Background: an optimization exercise with open tools, aiming at small area, a short achievable clock period and few clock cycles per item. Do not read the settings as production practice.
In this exercise RTL edits were held to simulation tests only and were not proved equivalent to the original.
Power is estimated from default activity; no workload was simulated.

**design/flow/design.v**
```verilog
`default_nettype none
package irt_pkg;
  localparam int NCELL = 65;
  function automatic int cell_w(input int i);
    if (i < 20)      cell_w = 6;
    else if (i < 23) cell_w = 5;
    else if (i < 28) cell_w = 4;
    else if (i < 35) cell_w = 3;
    else if (i < 48) cell_w = 2;
    else             cell_w = 1;
  endfunction
  localparam int NODD = 48;
  function automatic logic [6:0] max_digits(input logic [5:0] r);
    logic [6:0] k;
    case (r)
      6'd2:  k = 7'd64;  6'd3:  k = 7'd41;  6'd4:  k = 7'd32;  6'd5:  k = 7'd28;
      6'd6:  k = 7'd25;  6'd7:  k = 7'd23;  6'd8:  k = 7'd22;  6'd9:  k = 7'd21;
      6'd10: k = 7'd20;  6'd11: k = 7'd19;  6'd12: k = 7'd18;  6'd13: k = 7'd18;
      6'd14: k = 7'd17;  6'd15: k = 7'd17;  6'd16: k = 7'd16;  6'd17: k = 7'd16;
      6'd18: k = 7'd16;  6'd19: k = 7'd16;  6'd20: k = 7'd15;  6'd21: k = 7'd15;
      6'd22: k = 7'd15;  6'd23: k = 7'd15;  6'd24: k = 7'd14;  6'd25: k = 7'd14;
      6'd26: k = 7'd14;  6'd27: k = 7'd14;  6'd28: k = 7'd14;  6'd29: k = 7'd14;
      6'd30: k = 7'd14;  default: k = 7'd13;
    endcase
    max_digits = k;
  endfunction
  function automatic logic [7:0] digit_char(input logic [5:0] d);
    logic ge10, ge25;
    logic [3:0] lo;
    ge10 = d[5] | d[4] | (d[3] & (d[2] | d[1]));
    ge25 = d[5] | (d[4] & d[3] & (d[2] | d[1] | d[0]));
    lo   = d[3:0] + (ge10 ? 4'd7 : 4'd0);
    digit_char = {1'b0, ge10, 1'b1, !ge10 | ge25, lo};
  endfunction
  function automatic logic [6:0] msb_index(input logic [63:0] x);
    logic [7:0] nz;
    logic [2:0] lo [8];
    logic [2:0] hi;
    for (int b = 0; b < 8; b++) begin
      nz[b] = |x[b*8 +: 8];
      lo[b] = 3'd0;
      for (int i = 1; i < 8; i++) if (x[b*8 + i]) lo[b] = 3'(i);
    end
    hi = 3'd0;
    for (int b = 1; b < 8; b++) if (nz[b]) hi = 3'(b);
    msb_index = {|nz, hi, lo[hi]};
  endfunction
  function automatic logic [5:0] low_bit(input logic [63:0] x);
    logic [7:0] nz;
    logic [2:0] lo [8];
    logic [2:0] hi;
    for (int b = 0; b < 8; b++) begin
      nz[b] = |x[b*8 +: 8];
      lo[b] = 3'd7;
      for (int i = 6; i >= 0; i--) if (x[b*8 + i]) lo[b] = 3'(i);
    end
    hi = 3'd7;
    for (int b = 6; b >= 0; b--) if (nz[b]) hi = 3'(b);
    low_bit = {hi, lo[hi]};
  endfunction
  function automatic logic [25:0] csa_np(input logic [6:0] a, input logic [6:0] k,
                                         input logic nz, input logic cr);
    logic t1, t2, t3, t4, t5, t6, t7, t8, t9, t10, t11, t12, t13, t14, t15, t16, t17, t18, t19, t20, t21, t22, t23, t24, t25, t26, t27, t28, t29, t30, t31, t32, t33, t34, t35, t36, t37, t38, t39, t40, t41, t42, t43, t44, t45, t46, t47, t48, t49, t50, t51, t52, t53, t54, t55, t56, t57, t58, t59, t60, t61, t62, t63, t64, t65, t66, t67, t68, t69, t70, t71, t72, t73, t74, t75, t76, t77, t78, t79, t80, t81, t82, t83, t84, t85, t86, t87, t88, t89, t90, t91, t92, t93, t94, t95, t96, t97, t98, t99, t100, t101, t102, t103, t104, t105, t106, t107, t108, t109, t110, t111, t112, t113, t114, t115, t116, t117, t118, t119, t120, t121, t122, t123, t124, t125, t126, t127, t128, t129, t130, t131, t132, t133, t134, t135, t136, t137, t138, t139, t140, t141, t142, t143, t144, t145, t146, t147, t148, t149, t150, t151, t152, t153, t154, t155, t156, t157, t158, t159, t160, t161, t162, t163, t164, t165, t166, t167;
    logic [12:0] x, y;
    t1 = a[0] & k[0];
    t2 = a[0] & k[1];
    t3 = a[0] & k[2];
    t4 = a[0] & k[3];
    t5 = a[0] & k[4];
    t6 = a[0] & k[5];
    t7 = a[0] & k[6];
    t8 = a[1] & k[0];
    t9 = a[1] & k[1];
    t10 = a[1] & k[2];
    t11 = a[1] & k[3];
    t12 = a[1] & k[4];
    t13 = a[1] & k[5];
    t14 = a[1] & k[6];
    t15 = a[2] & k[0];
    t16 = a[2] & k[1];
    t17 = a[2] & k[2];
    t18 = a[2] & k[3];
    t19 = a[2] & k[4];
    t20 = a[2] & k[5];
    t21 = a[2] & k[6];
    t22 = a[3] & k[0];
    t23 = a[3] & k[1];
    t24 = a[3] & k[2];
    t25 = a[3] & k[3];
    t26 = a[3] & k[4];
    t27 = a[3] & k[5];
    t28 = a[3] & k[6];
    t29 = a[4] & k[0];
    t30 = a[4] & k[1];
    t31 = a[4] & k[2];
    t32 = a[4] & k[3];
    t33 = a[4] & k[4];
    t34 = a[4] & k[5];
    t35 = a[4] & k[6];
    t36 = a[5] & k[0];
    t37 = a[5] & k[1];
    t38 = a[5] & k[2];
    t39 = a[5] & k[3];
    t40 = a[5] & k[4];
    t41 = a[5] & k[5];
    t42 = a[5] & k[6];
    t43 = a[6] & k[0];
    t44 = a[6] & k[1];
    t45 = a[6] & k[2];
    t46 = a[6] & k[3];
    t47 = a[6] & k[4];
    t48 = a[6] & k[5];
    t49 = a[6] & k[6];
    t50 = (nz & cr) ? 1'b0 : ((nz | cr) ? k[0] : 1'b0);
    t51 = (nz & cr) ? k[0] : ((nz | cr) ? k[1] : 1'b0);
    t52 = (nz & cr) ? k[1] : ((nz | cr) ? k[2] : 1'b0);
    t53 = (nz & cr) ? k[2] : ((nz | cr) ? k[3] : 1'b0);
    t54 = (nz & cr) ? k[3] : ((nz | cr) ? k[4] : 1'b0);
    t55 = (nz & cr) ? k[4] : ((nz | cr) ? k[5] : 1'b0);
    t56 = (nz & cr) ? k[5] : ((nz | cr) ? k[6] : 1'b0);
    t57 = (nz & cr) ? k[6] : ((nz | cr) ? 1'b0 : 1'b0);
    t58 = t5 ^ t11;
    t59 = t5 & t11;
    t60 = t6 ^ t12 ^ t18;
    t61 = (t6 & t12) | (t6 & t18) | (t12 & t18);
    t62 = t24 ^ t30;
    t63 = t24 & t30;
    t64 = t7 ^ t13 ^ t19;
    t65 = (t7 & t13) | (t7 & t19) | (t13 & t19);
    t66 = t25 ^ t31 ^ t37;
    t67 = (t25 & t31) | (t25 & t37) | (t31 & t37);
    t68 = t43 ^ t56;
    t69 = t43 & t56;
    t70 = t14 ^ t20 ^ t26;
    t71 = (t14 & t20) | (t14 & t26) | (t20 & t26);
    t72 = t32 ^ t38 ^ t44;
    t73 = (t32 & t38) | (t32 & t44) | (t38 & t44);
    t74 = t57 ^ 1'b1;
    t75 = t57 & 1'b1;
    t76 = t21 ^ t27 ^ t33;
    t77 = (t21 & t27) | (t21 & t33) | (t27 & t33);
    t78 = t39 ^ t45;
    t79 = t39 & t45;
    t80 = t28 ^ t34;
    t81 = t28 & t34;
    t82 = t3 ^ t9;
    t83 = t3 & t9;
    t84 = t4 ^ t10 ^ t16;
    t85 = (t4 & t10) | (t4 & t16) | (t10 & t16);
    t86 = t22 ^ t53;
    t87 = t22 & t53;
    t88 = t58 ^ t17 ^ t23;
    t89 = (t58 & t17) | (t58 & t23) | (t17 & t23);
    t90 = t29 ^ t54 ^ 1'b1;
    t91 = (t29 & t54) | (t29 & 1'b1) | (t54 & 1'b1);
    t92 = t60 ^ t62 ^ t36;
    t93 = (t60 & t62) | (t60 & t36) | (t62 & t36);
    t94 = t55 ^ 1'b1 ^ t59;
    t95 = (t55 & 1'b1) | (t55 & t59) | (1'b1 & t59);
    t96 = t64 ^ t66 ^ t68;
    t97 = (t64 & t66) | (t64 & t68) | (t66 & t68);
    t98 = 1'b1 ^ t61 ^ t63;
    t99 = (1'b1 & t61) | (1'b1 & t63) | (t61 & t63);
    t100 = t70 ^ t72 ^ t74;
    t101 = (t70 & t72) | (t70 & t74) | (t72 & t74);
    t102 = t65 ^ t67 ^ t69;
    t103 = (t65 & t67) | (t65 & t69) | (t67 & t69);
    t104 = t76 ^ t78 ^ 1'b1;
    t105 = (t76 & t78) | (t76 & 1'b1) | (t78 & 1'b1);
    t106 = t71 ^ t73 ^ t75;
    t107 = (t71 & t73) | (t71 & t75) | (t73 & t75);
    t108 = t80 ^ t40 ^ t46;
    t109 = (t80 & t40) | (t80 & t46) | (t40 & t46);
    t110 = 1'b1 ^ t77 ^ t79;
    t111 = (1'b1 & t77) | (1'b1 & t79) | (t77 & t79);
    t112 = t35 ^ t41 ^ t47;
    t113 = (t35 & t41) | (t35 & t47) | (t41 & t47);
    t114 = 1'b1 ^ t81;
    t115 = 1'b1 & t81;
    t116 = t42 ^ t48;
    t117 = t42 & t48;
    t118 = t2 ^ t8;
    t119 = t2 & t8;
    t120 = t82 ^ t15 ^ t52;
    t121 = (t82 & t15) | (t82 & t52) | (t15 & t52);
    t122 = t84 ^ t86 ^ 1'b1;
    t123 = (t84 & t86) | (t84 & 1'b1) | (t86 & 1'b1);
    t124 = t88 ^ t90 ^ t85;
    t125 = (t88 & t90) | (t88 & t85) | (t90 & t85);
    t126 = t92 ^ t94 ^ t89;
    t127 = (t92 & t94) | (t92 & t89) | (t94 & t89);
    t128 = t96 ^ t98 ^ t93;
    t129 = (t96 & t98) | (t96 & t93) | (t98 & t93);
    t130 = t100 ^ t102 ^ t97;
    t131 = (t100 & t102) | (t100 & t97) | (t102 & t97);
    t132 = t104 ^ t106 ^ t101;
    t133 = (t104 & t106) | (t104 & t101) | (t106 & t101);
    t134 = t108 ^ t110 ^ t105;
    t135 = (t108 & t110) | (t108 & t105) | (t110 & t105);
    t136 = t112 ^ t114 ^ t109;
    t137 = (t112 & t114) | (t112 & t109) | (t114 & t109);
    t138 = t116 ^ 1'b1 ^ t113;
    t139 = (t116 & 1'b1) | (t116 & t113) | (1'b1 & t113);
    t140 = t49 ^ 1'b1;
    t141 = t49 & 1'b1;
    t142 = t1 ^ t50;
    t143 = t1 & t50;
    t144 = t118 ^ t51 ^ 1'b1;
    t145 = (t118 & t51) | (t118 & 1'b1) | (t51 & 1'b1);
    t146 = t120 ^ 1'b1 ^ t119;
    t147 = (t120 & 1'b1) | (t120 & t119) | (1'b1 & t119);
    t148 = t122 ^ t83 ^ t121;
    t149 = (t122 & t83) | (t122 & t121) | (t83 & t121);
    t150 = t124 ^ t87 ^ t123;
    t151 = (t124 & t87) | (t124 & t123) | (t87 & t123);
    t152 = t126 ^ t91 ^ t125;
    t153 = (t126 & t91) | (t126 & t125) | (t91 & t125);
    t154 = t128 ^ t95 ^ t127;
    t155 = (t128 & t95) | (t128 & t127) | (t95 & t127);
    t156 = t130 ^ t99 ^ t129;
    t157 = (t130 & t99) | (t130 & t129) | (t99 & t129);
    t158 = t132 ^ t103 ^ t131;
    t159 = (t132 & t103) | (t132 & t131) | (t103 & t131);
    t160 = t134 ^ t107 ^ t133;
    t161 = (t134 & t107) | (t134 & t133) | (t107 & t133);
    t162 = t136 ^ t111 ^ t135;
    t163 = (t136 & t111) | (t136 & t135) | (t111 & t135);
    t164 = t138 ^ t115 ^ t137;
    t165 = (t138 & t115) | (t138 & t137) | (t115 & t137);
    t166 = t140 ^ t117 ^ t139;
    t167 = (t140 & t117) | (t140 & t139) | (t117 & t139);
    x = {t166, t164, t162, t160, t158, t156, t154, t152, t150, t148, t146, t144, t142};
    y = {t165, t163, t161, t159, t157, t155, t153, t151, t149, t147, t145, t143, 1'b1};
    csa_np = {x, y};
  endfunction
  function automatic logic [6:0] add_hi(input logic [12:0] x, input logic [12:0] y);
    logic [12:0] g, p, gg, pp, g2, p2, s;
    g = x & y;
    p = x ^ y;
    gg = g;
    pp = p;
    for (int d = 1; d < 13; d = d * 2) begin
      g2 = gg;
      p2 = pp;
      for (int i = d; i < 13; i++) begin
        g2[i] = gg[i] | (pp[i] & gg[i-d]);
        p2[i] = pp[i] & pp[i-d];
      end
      gg = g2;
      pp = p2;
    end
    s[0] = p[0];
    for (int i = 1; i < 13; i++) s[i] = p[i] ^ gg[i-1];
    add_hi = s[12:6];
  endfunction
endpackage
`default_nettype wire
`default_nettype none
module integer_to_radix_text (
  input  wire logic        clk,
  input  wire logic        rst,
  input  wire logic        in_valid,
  output logic             in_ready,
  input  wire logic [63:0] value,
  input  wire logic [7:0]  radix,
  input  wire logic        signed_mode,
  input  wire logic [7:0]  min_digits,
  output logic             out_valid,
  input  wire logic        out_ready,
  output logic [63:0]      text_chunk,
  output logic [3:0]       chunk_bytes,
  output logic             last_chunk
);
  localparam int NC = irt_pkg::NCELL;
  localparam int NO = irt_pkg::NODD;
  localparam logic [2:0] C_IDLE = 3'd0;
  localparam logic [2:0] C_S1   = 3'd1;
  localparam logic [2:0] C_S2   = 3'd2;
  localparam logic [2:0] C_S3   = 3'd3;
  localparam logic [2:0] C_WAIT = 3'd4;
  localparam logic [2:0] C_DD   = 3'd5;
  logic [2:0]  cst;
  logic [63:0] v;           
  logic        negc;        
  logic        odd;         
  logic [5:0]  aw [7];      
  logic [6:0]  kr;          
  logic [5:0]  m1;          
  logic [6:0]  c1;          
  logic [5:0]  msb0;        
  logic        nz0;         
  logic        onesz;       
  logic        isz;         
  logic [1:0]  jcap;        
  logic [2:0]  acc;         
  logic [1:0]  pn;          
  logic [12:0] mx, my;      
  logic [5:0]  lowb;        
  logic [6:0]  np1;         
  logic [2:0]  pp;          
  logic        padr;        
  logic [5:0]  hu;          
  logic [6:0]  ecell;       
  logic [8:0]  e_hin;       
  logic [7:0]  e_lo;        
  logic [6:0]  ptr;         
  logic [6:0]  lr;          
  logic [1:0]  pr;          
  logic [6:0]  fidx;        
  logic        ptr_nz;      
  logic        dd_done_q;   
  logic        nbit;        
  logic [6:0]  act;         
  logic [5:0]  dcell [NC];
  logic        creg  [NO + 1];
  logic        busy_e;      
  logic        neg_e;
  logic        first_e;
  logic [3:0]  q8_e;
  logic [6:0]  last_e;      
  logic [1:0]  sk_e;        
  logic        fix_e;       
  logic [2:0]  pp_e;
  logic        al1_e;       
  logic        al2_e;       
  logic [3:0]  drain;       
  logic        dd_done;
  logic        accept;
  logic [5:0]  rad_in;
  logic [6:0]  mdig_in;
  assign in_ready = dd_done_q;
  assign accept   = in_valid && in_ready;
  assign neg_in   = signed_mode & value[63];
  always_comb begin
    if (radix < 8'd2)       rad_in = 6'd2;
    else if (radix > 8'd36) rad_in = 6'd36;
    else                    rad_in = radix[5:0];
    if (min_digits < 8'd1)       mdig_in = 7'd1;
    else if (min_digits > 8'd64) mdig_in = 7'd64;
    else                         mdig_in = min_digits[6:0];
  end
  logic [6:0]  msb0_c;
  logic [63:0] vin;
  logic        neg_in;
  logic [5:0]  lowb_c;
  logic        onesz_c;
  logic [5:0]  hu_c;
  logic        padded;
  logic        lo_wrap;
  logic [6:0]  e_c;
  logic [2:0]  pp_c;
  logic [7:0]  nlo_oh, clo_oh, eoh_lo;
  logic [8:0]  nhi_oh, eoh_hi;
  logic        hi_up;
  always_comb begin
    vin     = value ^ {64{neg_in}};
    lowb_c  = irt_pkg::low_bit(value);
    msb0_c  = irt_pkg::msb_index(vin);
    onesz_c = neg_in && !(|(vin[63:1] & ~vin[62:0]));
    hu_c    = 6'((7'(rad_in) + 7'd1) >> 1);
    padded  = ({1'b0, m1} > np1);
    lo_wrap = (c1[2:0] < np1[2:0]);
    if (padded) e_c = {np1[6:3] + {3'd0, lo_wrap}, c1[2:0]};
    else        e_c = np1 + {6'd0, negc};
    pp_c = padded ? 3'(c1[2:0] - np1[2:0]) : {2'd0, negc};
    for (int b = 0; b < 8; b++) begin
      nlo_oh[b] = (np1[2:0] == 3'(b));
      clo_oh[b] = (c1[2:0] == 3'(b));
    end
    for (int b = 0; b < 9; b++) nhi_oh[b] = (np1[6:3] == 4'(b));
    for (int b = 0; b < 8; b++) begin
      eoh_lo[b] = padded ? clo_oh[b] : (negc ? nlo_oh[(b+7) % 8] : nlo_oh[b]);
    end
    hi_up = padded ? lo_wrap : (negc && nlo_oh[7]);
    for (int b = 0; b < 9; b++) begin
      eoh_hi[b] = hi_up ? ((b == 0) ? 1'b0 : nhi_oh[(b+8) % 9]) : nhi_oh[b];
    end
  end
  logic        load_o;      
  logic        last_ld;     
  logic        pop;
  logic        cells_free;
  logic [4:0]  sumh  [NC];
  logic        cin   [NC];
  logic        cout  [NC];
  logic        stepc [NC];
  logic        inj   [NC];
  logic [5:0]  dnext [NC];
  logic [8:0]  a_hi;        
  logic [8:0]  a_eq;
  logic [7:0]  a_lo;        
  assign cells_free = (drain == 4'd0) && !busy_e;
  assign dd_done    = (ptr <= 7'd1) && (!odd || (act == {4'd0, pp}));
  always_comb begin
    for (int b = 0; b < 9; b++) begin
      a_eq[b] = (act[6:3] == 4'(b));
      a_hi[b] = (act[6:3] > 4'(b));
    end
    for (int b = 0; b < 8; b++) begin
      a_lo[b] = (act[2:0] >= 3'(b));
    end
    for (int i = 0; i < NC; i++) begin
      inj[i] = e_hin[i/8] && e_lo[i%8];
    end
  end
  for (genvar i = 0; i < NC; i++) begin : g_cell
    localparam int W = irt_pkg::cell_w(i);
    if (W == 1) begin : g_bin
      assign cout[i] = dcell[i][0];
      assign sumh[i] = 5'd0;
    end else begin : g_gen
      logic [5:0] sum;
      logic       ci;
      always_comb begin
        ci  = (i + 1 <= NO) ? (odd && creg[(i+1) % (NO + 1)]) : 1'b0;
        sum = (dcell[i] & 6'((1 << W) - 1)) + aw[W] + {5'd0, ci};
      end
      assign cout[i] = sum[W-1];
      assign sumh[i] = 5'(sum);
    end
  end
  always_comb begin
    for (int i = 0; i < NC; i++) begin
      if (odd && (i + 1 <= NO))     cin[i] = creg[(i+1) % (NO + 1)];
      else if (inj[i])              cin[i] = nbit;
      else if (i + 1 < NC)          cin[i] = cout[(i+1) % NC];
      else                          cin[i] = 1'b0;
      if (irt_pkg::cell_w(i) == 1) begin
        dnext[i] = {5'd0, cin[i]};
      end else begin
        dnext[i] = cout[i] ? {sumh[i], cin[i] ^ odd} : {dcell[i][4:0], cin[i]};
      end
      if (i < NO) stepc[i] = !odd || a_hi[i/8] || (a_eq[i/8] && a_lo[i%8]);
      else        stepc[i] = 1'b1;
    end
  end
  logic        dd_start;
  logic [8:0]  eh_n;
  logic [7:0]  el_n;
  logic        inj_n [NC];
  logic        prew  [NC];
  logic [2:0]  acc_n;
  logic        nbit_n;
  logic        nbit_c;
  always_comb begin
    dd_start = (cst_n == C_DD) && (cst != C_DD);
    for (int b = 0; b < 9; b++) eh_n[b] = (cst == C_S3) ? eoh_hi[b] : e_hin[b];
    for (int b = 0; b < 8; b++) el_n[b] = (cst == C_S3) ? eoh_lo[b] : e_lo[b];
    for (int i = 0; i < NC; i++) begin
      inj_n[i] = eh_n[i/8] && el_n[i%8] && (ptr_n != 7'd0) && (cst_n == C_DD);
      prew[i]  = eh_n[i/8] && el_n[i%8] && dd_start;
    end
    acc_n = take ? {acc[1:0], nbit} : acc;
    nbit_c = (take || ((cst == C_DD) && ptr_nz)) ? fbit : nbit;
    nbit_n = (cst == C_S1) ? ((p_c != 2'd0) ? sbit : lone) : nbit_c;
  end
  always_ff @(posedge clk) begin
    for (int i = 0; i < NC; i++) begin
      if ((cst == C_DD) && stepc[i]) begin
        dcell[i] <= dnext[i] & 6'((1 << irt_pkg::cell_w(i)) - 1);
      end else if (prew[i]) begin
        dcell[i] <= {3'd0, acc_n} & 6'((1 << irt_pkg::cell_w(i)) - 1);
      end else if (pop) begin
        dcell[i] <= ((i + 8 < NC) && !((i < 2) && last_ld)) ?
                    (dcell[(i+8) % NC] & 6'((1 << irt_pkg::cell_w(i)) - 1)) : 6'd0;
      end
    end
    for (int i = 1; i <= NO; i++) begin
      creg[i] <= odd && (((cst == C_DD) && stepc[i] && cout[i]) || (inj_n[i-1] && nbit_c));
    end
    creg[0] <= 1'b0;
  end
  logic [6:0] ptr_n;
  logic [6:0] blen_c;
  logic       lbig, lone;
  logic [1:0] lsm1;
  logic [1:0] p_c;
  logic       fbit;
  logic       sbit;
  logic       take;
  logic       z0, z1;
  logic [1:0] sk_c;
  always_comb begin
    blen_c = nz0 ? (7'(msb0) + 7'd1 + {6'd0, onesz}) : {6'd0, onesz};
    lbig   = nz0 && ((msb0 >= 6'd3) || ((msb0 == 6'd2) && onesz));
    lsm1   = msb0[1:0] + {1'b0, onesz};
    if (!nz0)               p_c = 2'd0;
    else if (lbig)          p_c = jcap;
    else                    p_c = (lsm1 < jcap) ? lsm1 : jcap;
    lone   = (nz0 && (msb0 == 6'd0) && !onesz) || (!nz0 && onesz);
    ptr_n = ptr;
    if (cst == C_S3) ptr_n = lr - 7'(pr);
    else if ((cst == C_DD) && ptr_nz) ptr_n = ptr - 7'd1;
    fbit = !fidx[6] && (v[fidx[5:0]] ^ (negc && (fidx[5:0] <= lowb)));
    sbit = !onesz && nz0 && (msb0 != 6'd0) &&
           (v[msb0 - 6'd1] ^ (negc && ({1'b0, msb0} <= {1'b0, lowb} + 7'd1)));
    take = ((cst == C_S2) || (cst == C_S3)) && (pn != 2'd0);
    z0 = 1'b0;
    z1 = 1'b0;
    for (int i = 0; i < 8; i++) begin
      if (pp_e == 3'(i)) begin
        z0 = (dcell[i] == 6'd0);
        z1 = (dcell[i+1] == 6'd0);
      end
    end
    if (z0 && z1 && al2_e) sk_c = 2'd2;
    else if (z0 && al1_e)  sk_c = 2'd1;
    else                   sk_c = 2'd0;
  end
  logic [2:0] cst_n;
  logic [6:0] act_n;
  logic [2:0] pp_n;
  logic       odd_n;
  always_comb begin
    case (cst)
      C_IDLE:       cst_n = accept ? C_S1 : C_IDLE;
      C_S1:         cst_n = C_S2;
      C_S2:         cst_n = C_S3;
      C_S3, C_WAIT: cst_n = cells_free ? C_DD : C_WAIT;
      C_DD:         cst_n = dd_done ? (accept ? C_S1 : C_IDLE) : C_DD;
      default:      cst_n = C_IDLE;
    endcase
    if (rst) cst_n = C_IDLE;
    act_n = act;
    if (cst == C_S3) act_n = e_c;
    else if ((cst == C_DD) && (ptr <= 7'd1)) act_n = act - 7'd1;
    pp_n  = (cst == C_S3) ? pp_c : pp;
    odd_n = odd;
  end
  always_ff @(posedge clk) begin
    cst       <= cst_n;
    dd_done_q <= (cst_n == C_IDLE) ||
                 ((cst_n == C_DD) && (ptr_n <= 7'd1) &&
                  (!odd_n || ((cst == C_S3) ? (np1 == 7'd0) : (act_n == {4'd0, pp}))));
  end
  always_ff @(posedge clk) begin
    if (accept) begin
      v     <= vin;
      negc  <= neg_in;
      odd   <= rad_in[0];
      hu    <= hu_c;
      kr    <= irt_pkg::max_digits(rad_in);
      jcap  <= (rad_in >= 6'd8) ? 2'd3 : ((rad_in >= 6'd4) ? 2'd2 : 2'd1);
      msb0  <= msb0_c[5:0];
      nz0   <= msb0_c[6];
      onesz <= onesz_c;
      lowb  <= lowb_c;
      m1    <= 6'(mdig_in - 7'd1);
      c1    <= mdig_in - 7'd1 + {6'd0, neg_in};
    end
    case (cst)
      C_S1: begin
        for (int w = 2; w <= 6; w++) begin
          aw[w] <= (hu <= 6'(1 << (w - 1))) ? 6'(6'(1 << (w - 1)) - hu) : 6'd0;
        end
        isz           <= !nz0 && !onesz;
        lr            <= blen_c;
        pr            <= p_c;
        {mx, my}      <= irt_pkg::csa_np({1'b0, msb0}, kr, nz0, onesz);
      end
      C_S2: begin
        np1 <= isz ? 7'd0 : irt_pkg::add_hi(mx, my);
      end
      C_S3: begin
        ecell <= e_c;
        pp    <= pp_c;
        padr  <= padded;
        e_lo  <= eoh_lo;
      end
      C_DD: begin
      end
      default: begin
      end
    endcase
    act   <= act_n;
    aw[0] <= 6'd0;
    aw[1] <= 6'd0;
    ptr    <= ptr_n;
    nbit <= nbit_n;
    if (cst == C_S1) begin
      acc  <= (p_c != 2'd0) ? 3'd1 : 3'd0;
      pn   <= (p_c != 2'd0) ? (p_c - 2'd1) : 2'd0;
      fidx <= {1'b0, msb0} - 7'd2;
    end else if (take || ((cst == C_DD) && ptr_nz)) begin
      fidx <= fidx - 7'd1;
    end
    if (take) begin
      acc <= acc_n;
      pn  <= pn - 2'd1;
    end
    ptr_nz <= (ptr_n != 7'd0);
    for (int b = 0; b < 9; b++) begin
      e_hin[b] <= eh_n[b] && (ptr_n != 7'd0);
    end
  end
  logic [63:0] chunk_c;
  logic [3:0]  bytes_c;
  logic [6:0]  rem_c;       
  assign load_o  = busy_e && !fix_e && (!out_valid || out_ready);
  assign rem_c   = last_e - 7'(sk_e);
  assign last_ld = (q8_e == 4'd0) && (rem_c <= 7'd7);
  assign pop     = (load_o && (q8_e == 4'd0)) || (!busy_e && (cst != C_DD));
  always_comb begin
    bytes_c = (q8_e != 4'd0) ? 4'd8 : ((rem_c >= 7'd7) ? 4'd8 : (rem_c[3:0] + 4'd1));
    for (int b = 0; b < 8; b++) begin
      logic [5:0] d;
      logic [7:0] ch;
      case (sk_e)
        2'd1:    d = dcell[b+1];
        2'd2:    d = dcell[b+2];
        default: d = dcell[b];
      endcase
      if (q8_e != 4'd0) begin
        ch = 8'h30;
      end else if (7'(b) <= rem_c) begin
        ch = irt_pkg::digit_char(d);
      end else begin
        ch = 8'h00;
      end
      if ((b == 0) && first_e && neg_e) ch = 8'h2d;
      chunk_c[b*8 +: 8] = ch;
    end
  end
  always_ff @(posedge clk) begin
    if (rst) begin
      busy_e    <= 1'b0;
      fix_e     <= 1'b0;
      out_valid <= 1'b0;
      drain     <= 4'd9;
    end else begin
      if (pop && (drain != 4'd0)) drain <= drain - 4'd1;
      if (load_o) begin
        out_valid <= 1'b1;
      end else if (out_ready) begin
        out_valid <= 1'b0;
      end
      if ((cst == C_DD) && dd_done) begin
        busy_e  <= 1'b1;
        neg_e   <= negc;
        first_e <= 1'b1;
        q8_e    <= padr ? (c1[6:3] - ecell[6:3]) : 4'd0;
        last_e  <= ecell;
        fix_e   <= 1'b1;
        pp_e    <= pp;
        al1_e   <= (np1 > 7'(m1));
        al2_e   <= (np1 > 7'(m1) + 7'd1);
      end else if (fix_e) begin
        fix_e   <= 1'b0;
        sk_e    <= sk_c;
      end else if (load_o) begin
        first_e <= 1'b0;
        if (q8_e != 4'd0) begin
          q8_e <= q8_e - 4'd1;
        end else begin
          last_e <= last_e - 7'd8;
          if (last_ld) busy_e <= 1'b0;
        end
      end
    end
  end
  always_ff @(posedge clk) begin
    if (load_o) begin
      text_chunk  <= chunk_c;
      chunk_bytes <= bytes_c;
      last_chunk  <= last_ld;
    end
  end
endmodule
`default_nettype wire
```
**design/flow/constraint.sdc**
```tcl
create_clock -name core_clock -period 5.0 [get_ports {clk}]
set_input_delay 1.0000 -clock core_clock [delete_from_list [all_inputs] [get_ports {clk}]]
set_output_delay 1.0000 -clock core_clock [all_outputs]
set_load 0.01 [all_outputs]
```
**design/flow/config.mk**
```make
export PLATFORM = sky130hd
export DESIGN_NAME = integer_to_radix_text
export DESIGN_NICKNAME = integer_to_radix_text
export VERILOG_FILES = /design/flow/design.v
export SDC_FILE = /design/flow/constraint.sdc
export NUM_CORES = 4
export LEC_CHECK = 0
export CAP_MARGIN = 20
export CORE_MARGIN = 2
export CORE_UTILIZATION = 40
export SETUP_SLACK_MARGIN = 1.6
export SLEW_MARGIN = 20
```
**design/flow/run.sh**
```bash
#!/bin/bash
# synth_recipe.tcl (not shown) runs the flow's synth.tcl, then flattens the netlist and writes it again
# the make line also repeats each setting of config.mk as NAME=value (left out here)
make -C /OpenROAD-flow-scripts/flow DESIGN_CONFIG=/design/flow/config.mk WORK_HOME=/design/flow/orfs CLKGATE_MAP_FILE= SYNTH_SCRIPT=/design/flow/synth_recipe.tcl finish
```
==> flow_summary.yaml, run 1 <==
yosys:
  post_synth.cell_area_avg_um2: 9.379
  synth_cell_type_count: 110
  synthTopCellsByArea: "edfxtp_1 33%, ha_1 6.3%, fa_1 5.3%"
  synth_edf_count: 501
  synth_flop_cell: "edfxtp_1"
  synthArstFlopShare_pct: 0
  yosysSeqAreaShare_pct: 36.20
  synth_area_um2: 46210
  ys_ff_latch: 585
  yosysTopAreaCellShare_pct: 32.56
  yosys_warnings: 14
  yosysTopAreaCell: "edfxtp_1"
  synthCells: 4927
finish:
  final_common_cell: "nand2_1"
  final_cell_mix: "571 x nand2_1, 501 x edfxtp_1, 366 x nor2_1"
  fin_nets: 5545
  antennaDiodeCount: 0
  area_delta_synth_final_pct: 15.50
  layout-drive-gt1-share_pct: 10.90
  fin_util_pct: 46.61
clock_network:
  cts_sinks: 585
  numCtsBuffers: 74
  cts_tree: "done"
  clock_tree.root_cell: "clkbuf_16"
  clk_latency_ns: 0.66
  clk_pin_slew_ns: 0.06
  cts.path.max_buffers: 3
  h-tree-depth: 3
setup_path:
  slowest_delay_ns: 0.52
  required_ns: 5.48
  cp_common_cell: "a211oi_1"
  worstPathMaxFanout: 13
  critPathArrivalTime_ns: 3.87
  crit_path_end_kind: "flop"
  cp-start-kind: "input port"
  crit_chain: "clkdlybuf4s50_1 > buf_4 > a211o_1 > o32a_1 > a211oi_1 > a311oi_2 > nor2_2 > inv_2 > a311oi_1 > a211oi_1 > a211oi_1"
  critical-path-slowest-cell: "clkdlybuf4s50_1"
  reg2reg_slack_ns: 1.62
  crit_type: "input port to flop"
run:
  drv_cap: 0
global_route:
  grt_max_degree: 109
  grt_use_met2_pct: 43.02
  grt_use_met1_pct: 32.72
  grt_pass1_vias: 38070
  grt-busiest-layer: "met2"
  overflow: 0
  grt_util_all_layers_pct: 25.66
  grt_use_met3_pct: 3.736
  grt_pass1_wl_um: 232700
  antenna_found_initial: 4
routing:
  ant_nets: 0
  wl_um: 154700
  via_per_inst: 5.894
  route.detailed.drc: 0
  first_iter_violations: 3432
  post_drt_wl_per_cell_um: 23.17
  first_pass_iters: 7
  vias: 39350
floorplan:
  initial_utilization_pct: 40.36
  dieArea_um2: 118300
  ioPinCount: 156
  die_w_um: 343.9
  placementRows: 124
  core_area_um2: 114500
  die_y_um: 343.9
placement:
  gp_congestion: 0.9768
  port_buffers: 147
  post-dp-hpwl_um: 115300
power_and_ir_drop:
  ir_drop_uv: 235.5
  finalPower_w: 0.01947
  p_per_area_nw_per_um2: 364.8
  p_leak_nw: 21.04
sta:
  hold_violations: 0
  tightest_slew_ns: 1.147
  clock.fmax_mhz: 295.1
  worst_clock_skew_ns: 0.04237
  final_max_slew_viol_count: 0
  post-route-min-period_ns: 3.388
  setup_viol: 0
  fin_setup_tns_ns: 0
  fin_crit_sh_pct: 67.77
  slew_headroom_pct: 23.56
  grt_setup_unrepaired: "yes"
min_path:
  hold_class: "flop to flop"
outcome:
  status: "no timing/DRC/antenna violations"
final cells by class:
class	count	area, µm²
Timing Repair Buffer	350	3206
Inverter	330	1256
Tap cell	1512	1892
Fill cell	10880	61130
Clock buffer	94	1989
Sequential cell	585	16730
Multi-Input combinational cell	3762	27820
Clock inverter	42	476.7
flip-flops by register name (all words and copies together), names as in the netlist, 8 cells and up:
signal	count
dcell	219
v	64
text_chunk	56
creg	48
aw	20
mx	13
my	12
e_hin	9
e_lo	8
synth_stat cells, types with 32 or more instances:
cell / number
o21ai_0: 280
mux4_2: 35
buf_1: 32
a21o_1: 58
and3_1: 39
o31ai_1: 42
nand3_1: 153
nor2_1: 383
a22oi_1: 51
xnor2_1: 216
mux2i_1: 236
o22ai_1: 60
nor2b_1: 44
dfxtp_1: 84
nor3_1: 88
xor2_1: 126
a211oi_1: 44
and2_1: 65
clkbuf_1: 170
nand2_1: 574
or3_1: 38
fa_1: 123
o211ai_1: 47
buf_2: 33
ha_1: 234
inv_1: 326
edfxtp_1: 501
a21oi_1: 289
nor4_1: 38
power breakdown:
| group | internal [W] | switching (W) |
|---|---|---|
| registers | 0.00606 | 0.000826 |
| logic | 0.00269 | 0.00437 |
| clock network | 0.00325 | 0.00228 |
| total | 0.0120 | 0.00747 |
metal layers:
layer	up-vias	share of wire [%]
met1	19000	41
li1	18240	-
met5	-	0.028
met2	1637	47
met4	6	5.1
met3	456	6.6
logic make-up (layout without fill, tap and decap cells):
logic type	Yosys count	count (layout)	synth area share (%)
adders and majority gates	357	357	11.66
AOI/OAI and AO/OA	1176	1177	17.04
and+or+nand+nor	1578	1581	16.01
other	1	9	0.008115
buffers and inverters	592	816	5.166
muxes	295	295	7.403
DFF	585	585	36.20
xor gates and xnor gates	343	343	6.517
through the flow:
step                hold slack (ns)  worst slack, ns  instance area (µm²)  cells
finish                       0.5067            1.612                53370   6675
global route                 0.5560            1.480                53370   6675
CTS                          0.5152            1.495                52710   6634
detailed placement           0.5024           0.5610                49540   6452
global placement             0.4804           0.6606                49540   6452
floorplan                    0.4550            1.493                46360   4935
worst max-delay path, delay by kind of cell:
family / cells / cell delay (ns)
AOI/OAI and AO/OA: 7 / 1.78
buffers and inverters: 3 / 0.88
and+or+nand+nor: 1 / 0.21
repair_timing:
item	in CTS	in global routing
setup endpoints to repair	281	216
resized for setup	45	80
hold buffers	0	0
cloned	0	4
buffers inserted	46	37
pin swaps	17	23
path summary, 6_finish.rpt:
check                        start                      to  depth (start not counted)
hold reg to reg   e_hin[8]$_DFF_P_        e_hin[8]$_DFF_P_                          2
hold / removal    e_hin[8]$_DFF_P_        e_hin[8]$_DFF_P_                          2
setup / recovery         value[63]       msb0[0]$_DFFE_PP_                         11
setup reg to reg   m1[4]$_DFFE_PP_  dcell[12][0]$_DFFE_PP_                         11
Testbench counts, summed over its fixed seeds: cycles 7,796, items 384.
==> run 2: changes to the inputs <==
--- a/design/flow/config.mk
+++ b/design/flow/config.mk
@@ -8,5 +8,6 @@
 export CAP_MARGIN = 20
 export CORE_MARGIN = 2
-export CORE_UTILIZATION = 40
+export CORE_UTILIZATION = 60
+export PLACE_DENSITY = 0.72
 export SETUP_SLACK_MARGIN = 1.6
 export SLEW_MARGIN = 20
==> run 2 against run 1 <==
Against the previous run: utilization increased by 23 points; worst setup slack got worse by 0.011 ns; flip-flop and latch count unchanged; register-to-register slack worse by 0.02 ns; critical endpoint is now creg[1]$_DFF_P_; combinational power up 7.0%; still clean on timing, DRC and antenna; via count grew 3.5%; clock power decreased by 2%; design area fell by 1.0%.
==> flow_summary.yaml, run 2 <==
clock_network:
  cts_tree: "done"
  holdBufCountCts: 0
  cts.path.max_buffers: 3
  clk_latency_ns: 0.65
  clk_pin_slew_ns: 0.06
  cts_sinks: 585
  numCtsBuffers: 69
  clock_tree.root_cell: "clkbuf_16"
  h-tree-depth: 3
global_route:
  grt_pass1_vias: 37910
  grt_pass1_wl_um: 226500
  grt_util_all_layers_pct: 37.49
  grt_max_degree: 119
  grt_use_met2_pct: 58.80
  grt-busiest-layer: "met2"
  grt_use_met1_pct: 48.39
  grt_use_met3_pct: 8.560
  antenna_found_initial: 4
  overflow: 0
routing:
  via_per_inst: 6.582
  route.detailed.drc: 0
  vias: 40730
  first_pass_iters: 8
  ant_nets: 0
  first_iter_violations: 4857
  wl_um: 153000
  post_drt_wl_per_cell_um: 24.73
power_and_ir_drop:
  p_clk_share_pct: 27.4
  p_leak_nw: 21.07
  ir_drop_uv: 357.1
  comb_power_share_pct: 38.2
  switching_share_pct: 38.81
  p_sw_w: 0.007658
  seqPwrFrac_pct: 34.4
  finalPower_w: 0.01973
  intPower_w: 0.01207
  p_per_area_nw_per_um2: 373.6
yosys:
  synth_common_cells: "574 x nand2_1, 501 x edfxtp_1, 383 x nor2_1"
  synthArstFlopShare_pct: 0
  synthCells: 4927
  yosysTopAreaCell: "edfxtp_1"
  synth_flop_cell: "edfxtp_1"
  post_synth.cell_area_avg_um2: 9.379
  yosysTopAreaCellShare_pct: 32.56
  ys_ff_latch: 585
  synth_cell_type_count: 110
  yosysMostFrequentCell: "nand2_1"
  synth_edf_count: 501
  yosys_warnings: 14
  synth_area_um2: 46210
  synthTopCellsByArea: "edfxtp_1 33%, ha_1 6.3%, fa_1 5.3%"
  yosysSeqAreaShare_pct: 36.20
placement:
  post-dp-hpwl_um: 109700
  placedInstanceArea_um2: 48930
  port_buffers: 147
  gp_congestion: 0.9887
setup_path:
  worstPathMaxFanout: 19
  crit_chain: "buf_4 > mux4_2 > o22ai_1 > nor4_1 > xor2_1 > mux2i_2 > o31a_2 > o31ai_1"
  crit_type: "flop to flop"
  cpLargestDelayFamily: "compound AO/OA/AOI/OAI gates"
  crit_path_end_kind: "flop"
  cp-start-kind: "flop"
  required_ns: 5.48
  critical-path-slowest-cell: "o31a_2"
  reg2reg_slack_ns: 1.60
  slowest_delay_ns: 0.75
  cp-startpoint: "fidx[0]$_DFFE_PP_"
  path_buf_inv: 1
  r2r-start: "fidx[0]$_DFFE_PP_"
  critPathArrivalTime_ns: 3.88
finish:
  fin_area_um2: 52820
  largestRegisters: "dcell (219), v (64), text_chunk (56)"
  largest_register_ffs: 219
  fillers: 5993
  fin_nets: 5544
  final_cell_mix: "571 x nand2_1, 501 x edfxtp_1, 368 x nor2_1"
  layout-drive-gt1-share_pct: 10.67
  area_delta_synth_final_pct: 14.30
  top_register: "dcell"
  final_common_cell: "nand2_1"
floorplan:
  die_w_um: 281.5
  initial_utilization_pct: 60.74
  core_area_um2: 76080
  ioPinCount: 156
  dieArea_um2: 79250
  placementRows: 101
  die_y_um: 281.5
min_path:
  hold_class: "flop to flop"
  min_from: "out_valid$_SDFFE_PP0P_"
sta:
  grt_setup_unrepaired: "yes"
  tightest_slew_ns: 1.237
  fin_setup_tns_ns: 0
  clock.fmax_mhz: 294.1
  setup_viol: 0
  fin_crit_sh_pct: 68.00
  hold_violations: 0
  worst_clock_skew_ns: 0.04331
  slew_headroom_pct: 17.54
  final_max_slew_viol_count: 0
  post-route-min-period_ns: 3.400
outcome:
  status: "no timing/DRC/antenna violations"
run:
  drv_cap: 0
==> run 2: cell counts after synthesis <==
Identical to the previous run, type by type.
==> run 2: path summary, 6_finish.rpt <==
path                                 end  depth (start not counted)
hold / removal    out_valid$_SDFFE_PP0P_                          2
hold reg to reg   out_valid$_SDFFE_PP0P_                          2
setup reg to reg         creg[1]$_DFF_P_                          8
setup / recovery         creg[1]$_DFF_P_                          8
==> run 2: power by group through the flow <==
stage	sequential (W)	combinational, W	clock (W)
5_1_grt	0.00683	0.00811	0.00558
2_1_floorplan	0.00651	0.00487	0
3_5_place_dp	0.00691	0.00677	0
4_1_cts	0.00678	0.00695	0.00540
3_3_place_gp	0.00689	0.00664	0
6_report	0.00679	0.00754	0.00540
==> run 2: final cells by class <==
type	count	area [µm²]	share of cell area [%]
Inverter	330	1251	2.369
Tap cell	1030	1289	2.440
Clock inverter	42	510.5	0.9665
Clock buffer	83	1873	3.546
Sequential cell	585	16730	31.67
Timing Repair Buffer	353	3301	6.249
Antenna cell	2	5.005	0.009476
Multi-Input combinational cell	3763	27860	52.75
==> run 2: routing by layer <==
| metal | share of wire [%] | wire length, µm |
|---|---|---|
| met1 | 37 | 57360 |
| met2 | 44 | 67650 |
| met3 | 12 | 17680 |
| met4 | 6.7 | 10310 |
| met5 | 0.015 | 23 |
==> run 2: cells by family (layout without fill, tap and decap cells) <==
group | Yosys count | after routing | share of synthesized area [%]
AND/OR/NAND/NOR | 1578 | 1579 | 16.01
AO/OA/AOI/OAI | 1176 | 1180 | 17.04
buffers and inverters | 592 | 808 | 5.166
flip-flops | 585 | 585 | 36.20
adder cells (fa/ha/maj) | 357 | 357 | 11.66
XOR/XNOR | 343 | 343 | 6.517
multiplexers | 295 | 295 | 7.403
other | 1 | 11 | 0.008115
==> run 2: stage by stage <==
step / utilization (%) / std cells / hold slack, ns / setup slack, ns
final: 69.43 / 6188 / 0.5014 / 1.600
after global routing: 69.42 / 6187 / 0.5334 / 1.483
after CTS: 68.16 / 6116 / 0.5066 / 1.596
after detailed placement: 64.31 / 5962 / 0.4948 / 0.8284
after global placement: 64.31 / 5962 / 0.4818 / 0.8896
after floorplan: - / 4935 / 0.4550 / 1.493
==> run 2: worst min-delay path, cell delays in order, from the launching register on <==
cell and delay (ns):
dfxtp_1 0.31, nand2b_1 0.08, a21oi_1 0.06
==> run 2: repair_timing <==
action | in CTS | in global routing
buffers inserted | 29 | 64
gates cloned | 0 | 6
gates resized for setup | 43 | 90
pin swaps | 11 | 28
setup endpoints to repair | 248 | 226
==> run 3: changes to the inputs <==
--- a/design/flow/config.mk
+++ b/design/flow/config.mk
@@ -9,4 +9,6 @@
 export CORE_MARGIN = 2
 export CORE_UTILIZATION = 60
+export CTS_CLUSTER_DIAMETER = 60
+export CTS_CLUSTER_SIZE = 30
 export PLACE_DENSITY = 0.72
 export SETUP_SLACK_MARGIN = 1.6
==> run 3 against run 2 <==
Against the previous run: still clean; clock skew about the same; synthesized area unchanged; sequential share of layout area increased by 0.41 points; die area unchanged; non-clock buffer count decreased by 22; worst hold slack improved by 0.0089 ns; register-to-register slack about the same; utilization decreased by 0.88 points; global-route usage decreased by 0.30 points; via count decreased by 0.87%; critical path depth increased by 3.
==> flow_summary.yaml, run 3 <==
outcome:
  status: "no timing/DRC/antenna violations"
yosys:
  yosys_warnings: 14
  yosysTopAreaCellShare_pct: 32.56
  post_synth.cell_area_avg_um2: 9.379
  synth_flop_cell: "edfxtp_1"
  yosysTopAreaCell: "edfxtp_1"
  synth_edf_count: 501
  synth_cell_type_count: 110
  ys_ff_latch: 585
  synthCells: 4927
  synth_common_cells: "574 x nand2_1, 501 x edfxtp_1, 383 x nor2_1"
  synth_area_um2: 46210
  synthArstFlopShare_pct: 0
  yosysSeqAreaShare_pct: 36.20
  synthTopCellsByArea: "edfxtp_1 33%, ha_1 6.3%, fa_1 5.3%"
  yosysMostFrequentCell: "nand2_1"
sta:
  tightest_slew_ns: 1.224
  fin_crit_sh_pct: 68.14
  setup_viol: 0
  post-route-min-period_ns: 3.407
  hold_violations: 0
  fin_setup_tns_ns: 0
  worst_clock_skew_ns: 0.04358
  slew_headroom_pct: 18.42
  final_max_slew_viol_count: 0
  grt_setup_unrepaired: "yes"
  clock.fmax_mhz: 293.5
placement:
  post-dp-hpwl_um: 109700
  port_buffers: 147
  gp_congestion: 0.9887
finish:
  final_cell_mix: "570 x nand2_1, 501 x edfxtp_1, 367 x nor2_1"
  final_common_cell: "nand2_1"
  fin_nets: 5505
  fin_util_pct: 68.55
  largest_register_ffs: 219
  largestRegisters: "dcell (219), v (64), text_chunk (56)"
  top_register: "dcell"
  layout-drive-gt1-share_pct: 10.10
  area_delta_synth_final_pct: 12.85
global_route:
  grt_util_all_layers_pct: 37.19
  grt_pass1_wl_um: 225200
  antenna_found_initial: 3
  grt_pass1_vias: 37670
  grt_max_degree: 119
  overflow: 0
routing:
  wl_met1_um: 58060
  route.met3.wl_um: 16460
  first_pass_iters: 8
  wl_um: 151400
  ant_nets: 0
  via_per_inst: 6.573
  post_drt_wl_per_cell_um: 24.65
  first_iter_violations: 4721
  route.detailed.drc: 0
  vias: 40370
  routed.top_layer: "met5"
  wl_met2_um: 67580
setup_path:
  cp-start-kind: "flop"
  crit_path_end_kind: "flop"
  slowest_delay_ns: 0.54
  critPathArrivalTime_ns: 3.80
  crit_type: "flop to flop"
  crit_chain: "buf_4 > inv_1 > ha_1 > nor2b_1 > o21ai_0 > nor3b_4 > and2_4 > o21ai_4 > a31oi_2 > mux2i_1 > o21ai_1"
  worstPathMaxFanout: 9
  critical-path-slowest-cell: "edfxtp_1"
  required_ns: 5.40
floorplan:
  ioPinCount: 156
  placementRows: 101
  die_y_um: 281.5
  core_area_um2: 76080
  initial_utilization_pct: 60.74
  dieArea_um2: 79250
  die_w_um: 281.5
clock_network:
  holdBufCountCts: 0
  cts.path.max_buffers: 3
  clock_tree.root_cell: "clkbuf_16"
  numCtsBuffers: 54
  clk_pin_slew_ns: 0.08
  h-tree-depth: 2
  cts_sinks: 585
  clk_latency_ns: 0.66
  cts_tree: "done"
power_and_ir_drop:
  finalPower_w: 0.01883
  p_per_area_nw_per_um2: 361.0
  p_leak_nw: 20.67
  ir_drop_uv: 326.3
min_path:
  hold_class: "flop to flop"
run:
  drv_cap: 0
## run 3: cell counts after synthesis
No cell type changed its count.
## run 3: cell families (layout without fill, tap and decap cells)
logic type / count (synthesis) / in the layout / share of synthesized area (%)
AO/OA/AOI/OAI: 1176 / 1178 / 17.04
XOR/XNOR: 343 / 343 / 6.517
adder cells (fa/ha/maj): 357 / 357 / 11.66
buffers and inverters: 592 / 762 / 5.166
flip-flops: 585 / 585 / 36.20
multiplexers: 295 / 295 / 7.403
other: 1 / 13 / 0.008115
AND/OR/NAND/NOR: 1578 / 1579 / 16.01
## run 3: metrics by stage
stage | hold WS (ns) | area (µm²) | worst slack, ns | instances
floorplan | 0.4550 | 46360 | 1.493 | 4935
finish | 0.5102 | 52150 | 1.593 | 6142
CTS | 0.5125 | 51420 | 1.534 | 6095
detailed placement | 0.4948 | 48930 | 0.8284 | 5962
global route | 0.5568 | 52140 | 1.484 | 6138
global placement | 0.4818 | 48930 | 0.8896 | 5962
## run 3: area by class of cell
class | count | area [µm²]
inverter | 330 | 1251
multi-input combinational | 3761 | 27830
clock inverter | 44 | 539.3
fill | 6048 | 23930
timing repair buffer | 331 | 3114
clock buffer | 57 | 1384
tap | 1030 | 1289
sequential | 585 | 16730
antenna | 4 | 10.01
## run 3: report_power, final
part           internal, W  leakage [nW]  total [W]  switching [W]
Combinational      0.00276          13.7    0.00750        0.00474
Clock              0.00230         0.921    0.00455        0.00225
Sequential         0.00605          6.05    0.00677       0.000726
## run 3: final timing paths
path	to	startpoint	slack (ns)	cells past startpoint
max	dcell[12][1]$_DFFE_PP_	np1[1]$_SDFFCE_PP0P_	1.59	11
min	e_hin[8]$_DFF_P_	e_hin[8]$_DFF_P_	0.51	2
max reg2reg	dcell[12][1]$_DFFE_PP_	np1[1]$_SDFFCE_PP0P_	1.59	11
min reg2reg	e_hin[8]$_DFF_P_	e_hin[8]$_DFF_P_	0.51	2
## run 3: layer usage
metal,global-route usage [%],up-vias
li1,-,18180
met1,48.30,19230
met2,58.41,2382
met3,8.071,588
met4,19.76,4
met5,0,-
## run 3: repair_timing
item / in CTS / in global routing
buffers inserted: 32 / 39
setup endpoints to repair: 250 / 179
cloned: 0 / 4
resized for setup: 46 / 84
pin swaps: 11 / 26
## run 3: worst max-delay path: cells and delay by family, from the launching register on
| family | cells | cell delay (ns) |
|---|---|---|
| compound gates | 4 | 0.98 |
| fa+ha+maj | 1 | 0.25 |
| buf+inv | 2 | 0.32 |
| flops | 1 | 0.54 |
| mux | 1 | 0.36 |
| simple gates | 3 | 0.72 |

[afterwards: timing with drivers on the ports]
The results above use ideal ports. As a check the final layouts listed here were re-extracted and re-timed, cells and wires unchanged.
Step 1 sets driving cells, clkbuf_16 on the clock port and buf_2 on the other inputs (assumed; they add their load-dependent delay and slew).
Step 2 times the ports against the registers' clock, not the clock port: input delays grow and output delays shrink by t, the midpoint of the rising clock arrivals with the driver on.
Three values: ideal ports, drivers, drivers and shift; two values: the first two.
run	t, ns	setup slack, ns	worst setup path after step 2	clock arrival spread, ns	cell pins on the clock port's net
run 1	0.718	1.612 / 1.615 / 0.947	input to register	0.042 / 0.043	1
run 2	0.694	1.600 / 1.600 / 0.961	input to register	0.044 / 0.044	1
run 3	0.708	1.593 / 1.593 / 0.953	input to register	0.045 / 0.044	1
After both steps setup and hold are still met in every run listed. The setup slack of run 1, which loses most, moves by +0.003 ns with the drivers and by -0.665 ns with both steps.
